Context: an optimization exercise on an open-source flow, tuned for small area, a short achievable clock period and few clock cycles per item. The choices shown serve that exercise and are no tape-out recipe.
In this exercise RTL edits were held to simulation tests only and were not proved equivalent to the original.

==> flow/design.v (excerpt) <==
module midpoint_ellipse_point_generator_unit
#(
	parameter int RADIUS_BITS = 10,
	parameter int COORD_BITS  = 12
) (
	input  wire                          clk,
	input  wire                          arst_n,
	input  wire                          psel,
	input  wire                          penable,
	input  wire                          pwrite,
	input  wire  [2:0]                   paddr,
	input  wire  [31:0]                  pwdata,
	output logic [31:0]                  prdata,
	output logic                         pready,
	input  wire                          item_valid,
	output logic                         item_ready,
	input  wire                          item_command,
	input  wire  [RADIUS_BITS-1:0]       item_radius_x,
	input  wire  [RADIUS_BITS-1:0]       item_radius_y,
	input  wire  signed [COORD_BITS-1:0] item_centre_x,
	input  wire  signed [COORD_BITS-1:0] item_centre_y,
	output logic                         result_valid,
	input  wire                          result_ready,
	output logic signed [COORD_BITS:0]   result_right_x,
	output logic signed [COORD_BITS:0]   result_left_x,
	output logic signed [COORD_BITS:0]   result_upper_y,
	output logic signed [COORD_BITS:0]   result_lower_y,
	output logic                         result_lower_valid,
	output logic                         result_visible,
	output logic                         result_done_res
);
	localparam int DW = 34;    
	localparam int MW = 32;    
	localparam int AW = 20;    
	localparam int KW = 24;    
	localparam int OW = COORD_BITS + 1;
	localparam int DBK = 0, GBK = 1, MBK = 1;    
	logic       upper_n_q;     
	logic       skip0_n_q;     
	logic [7:1] skip_h_q;      
	wire        upper_q = !upper_n_q;
	wire  [7:0] skip_q  = {skip_h_q, !skip0_n_q};
	assign pready = 1'b1;
	always_ff @(posedge clk or negedge arst_n) begin
		if (!arst_n) begin
			upper_n_q <= 1'b1;
			skip0_n_q <= 1'b1;
			skip_h_q  <= '0;
		end else if (psel && penable && pwrite) begin
			if (!paddr[2]) begin
				upper_n_q <= !pwdata[0];
			end else begin
				skip0_n_q <= !pwdata[0];
				skip_h_q  <= pwdata[7:1];
			end
		end
	end
	assign prdata = {24'b0, skip_h_q & {7{paddr[2]}}, !(paddr[2] ? skip0_n_q : upper_n_q)};
	localparam logic [1:0] RG_IDLE = 2'd0, RG_FIRST = 2'd1, RG_SECOND = 2'd2, RG_DONE = 2'd3;
  ...
==> flow/config.mk <==
export PLATFORM = sky130hd
export DESIGN_NAME = midpoint_ellipse_point_generator_unit
export DESIGN_NICKNAME = midpoint_ellipse_point_generator_unit
export VERILOG_FILES = /design/flow/design.v
export SDC_FILE = /design/flow/constraint.sdc
export NUM_CORES = 4
export LEC_CHECK = 0
export CAP_MARGIN = 20
export CORE_MARGIN = 2
export CORE_UTILIZATION = 40
export SLEW_MARGIN = 20
==> flow/constraint.sdc <==
create_clock -name core_clock -period 11.0 [get_ports {clk}]
set_input_delay 2.2000 -clock core_clock [delete_from_list [all_inputs] [get_ports {clk}]]
set_output_delay 2.2000 -clock core_clock [all_outputs]
set_load 0.01 [all_outputs]
standard.sh (not shown) runs the stock make flow with config.mk's settings and CLKGATE_MAP_FILE= SYNTH_SCRIPT=/design/flow/synth_recipe.tcl, a recipe that flattens the netlist after the stock synthesis.
==> flow/flow/run.sh <==
#!/bin/bash
set -euo pipefail
MARGIN=$(cat flow/margin.txt)
bash standard.sh synth > synth.log 2>&1
bash standard.sh SETUP_SLACK_MARGIN=$MARGIN finish > layout.log 2>&1
==> flow/flow/margin.txt <==
6.15
Testbench counts at the start, summed over its fixed seeds: cycles 48,607, items 46,359.
Next try:
CTS_BUF_LIST = sky130_fd_sc_hd__clkbuf_8   (was default)
CTS_CLUSTER_DIAMETER = 80   (was default)
CTS_CLUSTER_SIZE = 14   (was default)
The changed run passed the timing, DRC and antenna checks; cell area drops by 2.6%; synthesized area does not change; via count drops by 0.95%; critical path depth stays the same; register-to-register slack gets worse by 30 ps.
Next try:
CTS_BUF_LIST = default   (was sky130_fd_sc_hd__clkbuf_8)
CTS_CLUSTER_DIAMETER = 120   (was 80)
CTS_CLUSTER_SIZE = 26   (was 14)
Setup slack degrades by 6.1 ps.
Wire length barely changes.
Hold slack is about the same.
Cell count came out lower slightly.
Utilization stays flat.
Count of clock-buffer cells in the layout came out lower by 11.
Next try:
CORE_UTILIZATION = 65   (was 40)
CTS_CLUSTER_DIAMETER = default   (was 120)
CTS_CLUSTER_SIZE = default   (was 26)
The changed run completed with no timing, DRC or antenna violations.
Cell count falls by 8.4%.
Cell area stays flat.
Worst setup slack is worse by 37 ps.
Synthesized cell count stays the same.
Area after synthesis stays the same.
Clock skew falls by 44 ps.
Non-clock buffer count falls by 16.
Worst hold slack is worse by 15 ps.
Wire length falls by 5.3%.
Next try:
==> flow/flow/margin.txt (replaced) <==
6.0
CORE_UTILIZATION = 40   (was 65)
CTS_CLUSTER_DIAMETER = 100   (was default)
CTS_CLUSTER_SIZE = 20   (was default)
- The new run went through all stages and came out clean
- routed wire length is higher by a few percent
- cell count is higher by a little under a tenth
- count of clock-buffer cells in the layout is lower by 18
- sequential cell count is unchanged
Next try:
==> flow/flow/margin.txt (replaced) <==
6.15
The new run completed without violations.
Clock skew stays flat.
Final area stays flat.
Critical path depth climbs by 1.
Maximum frequency climbs by about 3%.
Count of clock-buffer cells in the layout came out lower by 1.
Core utilization barely changes.
Global-route usage came out higher by 0.17 points.
Non-clock buffer count fell by 2.
Sequential share of layout area barely changes.

========
## run A
Another version of the RTL of midpoint_ellipse_point_generator_unit (not shown whole).
Size in the first run: ~2400 cells after synthesis, roughly 270 flip-flops, roughly 180 I/O pins, roughly 21000 sq um of cells after synthesis.
Settings: LEC_CHECK=0, CAP_MARGIN=20, CORE_MARGIN=2, CORE_UTILIZATION=40, CTS_CLUSTER_DIAMETER=100, CTS_CLUSTER_SIZE=20, SLEW_MARGIN=20; clock period 11.0 ns.
==> flow/flow/margin.txt <==
6.25
Scripts as last shown in full above: flow/flow/run.sh
Run A | stages: all done | timing, DRC, antenna: all pass
Testbench counts of run A, summed over its fixed seeds: cycles 48,679, items 46,359.
Modified inputs, run E compared to run A
==> flow/flow/margin.txt <==
6.15
Notes after the runs:
Global-route wire length before repair delta for run E relative to run A: 0.36% lower
Worst hold slack: run E vs run A down 0.0039 ns
Delta (run E minus run A): cell area after layout shows a reduction of about 1%, register-to-register slack went down by 0.10 ns, pin slew with the least headroom to its limit grew by 0.057 ns.

## separate check: timing with driven ports
The flow's constraints put no driver on any port. The routed layouts listed below were extracted and timed again, unchanged, in two steps.
Step 1 sets driving cells, clkbuf_16 on the clock port and buf_2 on the other inputs (assumed; they add their load-dependent delay and slew).
Step 2 also shifts input and output timing later by t, the mid clock arrival at the registers, as if the neighbouring blocks saw the same clock.
a / b / c = no drivers / after step 1 / after step 2; a / b = the first two.
run | t (ns) | slack for setup (ns) | worst setup path at the end
the first run of note 1 | 0.617 | 6.167 / 6.055 / 5.716 | input to register
the second run of note 1 | 0.705 | 6.161 / 6.070 / 5.534 | input to register
the third run of note 1 | 0.587 | 6.155 / 6.070 / 5.645 | input to register
the fourth run of note 1 | 0.614 | 6.118 / 6.054 / 5.693 | input to register
the fifth run of note 1 | 0.580 | 6.023 / 6.000 / 5.636 | input to register
the sixth run of note 1 | 0.587 | 6.163 / 6.070 / 5.718 | input to register
run A | 0.595 | 6.182 / 6.042 / 5.827 | input to register
run E | 0.602 | 6.183 / 6.068 / 5.768 | input to register
After both steps every run listed still meets setup and hold. The setup slack of the second run of note 1, which loses most, moves by -0.091 ns with the drivers and by -0.627 ns with both steps.
